Source: an optimization exercise on an open RTL-to-GDS flow (aim: small area). Production flows keep margins and buffers that such runs may drop. At most, simulation tests tie the RTL to the original design; equivalence was not proved.

## pulsing_led_level_controller_unit
module pulsing_led_level_controller_unit (
  input  logic                       clk_i,
  input  logic                       rst_ni,
  input  logic                       in_valid,
  output logic                       in_ready,
  input  logic [1:0]                 in_command,
  input  logic [31:0]                in_now_ms,
  input  logic [31:0]                in_last_point_ms,
  input  logic [7:0]                 in_red,
  input  logic [7:0]                 in_green,
  input  logic [7:0]                 in_blue,
  output logic                       out_valid,
  input  logic                       out_ready,
  output logic [17:0]                out_level,
  output logic                       out_pulsing,
  output logic [7:0]                 out_red,
  output logic [7:0]                 out_green,
  output logic [7:0]                 out_blue,
  input  logic                       psel,
  input  logic                       penable,
  input  logic                       pwrite,
  input  logic [3:0]                 paddr,
  input  logic [31:0]                pwdata,
  output logic [31:0]                prdata,
  output logic                       pready
);
  typedef enum logic [3:0] {
    S_IDLE = 4'd0,
    S_EL   = 4'd1,
    S_MOD  = 4'd2,
    S_TABS = 4'd3,
    S_MDA  = 4'd4,
    S_MDB  = 4'd5,
    S_W1   = 4'd6,
    S_W2   = 4'd7,
    S_STOP = 4'd8,
    S_COL  = 4'd9,
    S_ACC  = 4'd10,
    S_OUT  = 4'd11,
    S_RST  = 4'd12,
    S_INIT = 4'd13
  } state_e;
  state_e      st;
  logic [12:0] per_q;
  logic [16:0] low_q, upp_q, gain_q;
  always_ff @(posedge clk_i) begin
    if (st == S_RST) begin
      per_q  <= 13'd2000;
  ...
Size in the first run: about 170 flip-flops, about 210 I/O pins, roughly 0.0080 mm^2 of cells after synthesis.
clock: 11.0 ns
lec_check: 0
abc_area: 1
cap_margin: 20
core_margin: 2
core_utilization: 40
slew_margin: 20
standard.sh (not shown) runs the stock make flow with config.mk's settings and CLKGATE_MAP_FILE= SYNTH_SCRIPT=/design/flow/synth_recipe.tcl, a recipe that flattens the netlist after the stock synthesis.
==> flow/flow/run.sh <==
#!/bin/bash
# Standard ORFS layout (the standard.sh) with area-oriented choices:
#  - ABC maps with an area-oriented script (flow/abc_area.script, used through a copy of the
#    ORFS scripts folder); registers are mapped by the unchanged yosys flow as in the standard
#    synthesis.
#  - buf_1 as the port buffer on every input and output port.
#  - CTS with clkbuf_8 buffers, larger sink clusters and no dummy loads.
# Each tool's output goes to the ORFS logs under orfs/logs; make's output goes to flow.log.
set -euo pipefail
rm -rf orfs_scripts
cp -r "$FLOW_HOME/scripts" orfs_scripts
cp flow/abc_area.script orfs_scripts/abc_area.script
export SCRIPTS_DIR="$PWD/orfs_scripts"
export BUFFER_PORTS_ARGS="-buffer_cell sky130_fd_sc_hd__buf_1"
export CTS_ARGS="-sink_clustering_enable -repair_clock_nets -dont_use_dummy_load -buf_list sky130_fd_sc_hd__clkbuf_8 -sink_clustering_size 20 -sink_clustering_max_diameter 80"
bash standard.sh > flow.log 2>&1
==> flow/flow/abc_area.script <==
strash
&get -n
&st
&synch2
&dch -f
&put
amap
topo
stime -c
Rerun with:
--- a/flow/design.v
+++ b/flow/design.v
@@ -21,33 +21,16 @@
   input  logic                       pwrite,
   input  logic [3:0]                 paddr,
   input  logic [31:0]                pwdata,
   output logic [31:0]                prdata,
   output logic                       pready
 );
-  typedef enum logic [3:0] {
-    S_IDLE = 4'd0,
-    S_EL   = 4'd1,
-    S_MOD  = 4'd2,
-    S_TABS = 4'd3,
-    S_MDA  = 4'd4,
-    S_MDB  = 4'd5,
-    S_W1   = 4'd6,
-    S_W2   = 4'd7,
-    S_STOP = 4'd8,
-    S_COL  = 4'd9,
-    S_ACC  = 4'd10,
-    S_OUT  = 4'd11,
-    S_RST  = 4'd12,
-    S_INIT = 4'd13
-  } state_e;
-  state_e      st;
   logic [12:0] per_q;
   logic [16:0] low_q, upp_q, gain_q;
-  always_ff @(posedge clk_i) begin
-    if (st == S_RST) begin
+  always_ff @(posedge clk_i or negedge rst_ni) begin
+    if (!rst_ni) begin
       per_q  <= 13'd2000;
       low_q  <= 17'd3277;
       upp_q  <= 17'd39322;
       gain_q <= 17'd65536;
     end else if (psel && penable && pwrite) begin
       case (paddr[3:2])
@@ -64,12 +47,27 @@
       2'd1: prdata = {15'd0, low_q};
       2'd2: prdata = {15'd0, upp_q};
       default: prdata = {15'd0, gain_q};
     endcase
   end
   assign pready = 1'b1;
+  typedef enum logic [3:0] {
+    S_IDLE = 4'd0,
+    S_EL   = 4'd1,
+    S_MOD  = 4'd2,
+    S_TABS = 4'd3,
+    S_MDA  = 4'd4,
+    S_MDB  = 4'd5,
+    S_W1   = 4'd6,
+    S_W2   = 4'd7,
+    S_STOP = 4'd8,
+    S_COL  = 4'd9,
+    S_ACC  = 4'd10,
+    S_OUT  = 4'd11
+  } state_e;
+  state_e      st;
   logic [4:0]  k;       
   logic [4:0]  step;    
   logic [1:0]  ch;      
   logic        k0, k16;
   assign k0  = (k == 5'd0);
   assign k16 = (k == 5'd16);
@@ -194,16 +192,12 @@
         col_en = 1'b1; qmode = 1'b1;
       end
       S_STOP: begin
         lv_en = 1'b1;
         lv_in = k16;
       end
-      S_RST, S_INIT: begin
-        lv_en = 1'b1;
-        lv_in = 1'b0;
-      end
       S_COL: begin
         lv_en = 1'b1;
         if (xfer) begin
           r_in = 1'b0; t_in = 1'b0;
           col_en = (k >= 5'd7) && (k <= 5'd14);
           col_in = sR | rr[0];
@@ -231,14 +225,18 @@
       tr[16] <= t_in;
     end
     rd <= rr[0];
     qd <= hs;
     if (col_en) col <= {col_in, col[23:18], qmode ? q_in : col[17], col[16:1]};
   end
-  always_ff @(posedge clk_i) begin
-    if (lv_en) lv <= {lv_in, lv[16:1]};
+  always_ff @(posedge clk_i or negedge rst_ni) begin
+    if (!rst_ni) begin
+      lv <= '0;
+    end else if (lv_en) begin
+      lv <= {lv_in, lv[16:1]};
+    end
   end
   always_ff @(posedge clk_i) begin
     ca    <= fa_co;
     cb    <= (st == S_IDLE) | fb_co;
     cq    <= q_h & cq0;
     ybit  <= ybit_n;
@@ -275,13 +273,13 @@
         if (k16 && !xfer) sR <= fb_s | fb_co;   
       end
       default: ;
     endcase
   end
   always_ff @(posedge clk_i) begin
-    if (st == S_IDLE || st == S_EL || st == S_RST || k16) k <= '0;
+    if (st == S_IDLE || st == S_EL || k16) k <= '0;
     else k <= k + 5'd1;
     case (st)
       S_IDLE: step <= 5'd31;
       S_EL: begin
         step <= step - 5'd1;
         ch   <= 2'd0;
@@ -295,13 +293,13 @@
       end
       default: ;
     endcase
   end
   always_ff @(posedge clk_i or negedge rst_ni) begin
     if (!rst_ni) begin
-      st   <= S_RST;
+      st   <= S_IDLE;
       pul  <= 1'b1;
       ov   <= 1'b0;
     end else begin
       case (st)
         S_IDLE: begin
           if (in_valid) st <= S_EL;
@@ -359,16 +357,12 @@
         S_OUT: begin
           if (out_ready) begin
             ov <= 1'b0;
             st <= S_IDLE;
           end
         end
-        S_RST: st <= S_INIT;
-        S_INIT: begin
-          if (k16) st <= S_IDLE;
-        end
         default: st <= S_IDLE;
       endcase
     end
   end
   assign in_ready    = (st == S_ACC);
   assign out_valid   = ov;
Result:
- The changed run ran to the end with no violations
- die area increases by 1.4%
- final area increases by 1.2%
- critical path depth increases by 5
- count of clock-buffer cells in the layout stays the same
- maximum frequency increases by about 5.4%
- final cell count decreases by about 4%
- via count decreases by about 4.5%
- global-route usage decreases by 0.54 points
Function not checked in the first run of this note: the RTL went through the layout flow alone.

[static timing again, ports no longer ideal]
Ports are ideal in the flow. The routed layouts listed here were re-timed in OpenROAD.
Step 1 (the two cells are an assumption about what drives the block):
set clk [get_ports {clk_i}]
set_driving_cell -lib_cell sky130_fd_sc_hd__clkbuf_16 $clk
set_driving_cell -lib_cell sky130_fd_sc_hd__buf_2 [delete_from_list [all_inputs] $clk]
Step 2 also shifts input and output timing later by t, the mid clock arrival at the registers, as if the neighbouring blocks saw the same clock.
a / b / c = ideal ports / drivers / drivers and shift; a / b = the first two.
| run | t (ns) | setup WS [ns] | worst setup path at the end | worst slew at a driven data input, ns |
|---|---|---|---|---|
| the first run | 0.484 | 3.661 / 3.661 / 3.401 | input to register | 0.07 |
| the second run | 0.486 | 4.038 / 4.038 / 3.893 | input to register | 0.05 |
After both steps every run listed still meets setup and hold. The setup slack of the first run, which loses most, moves by 0.000 ns with the drivers and by -0.260 ns with both steps.
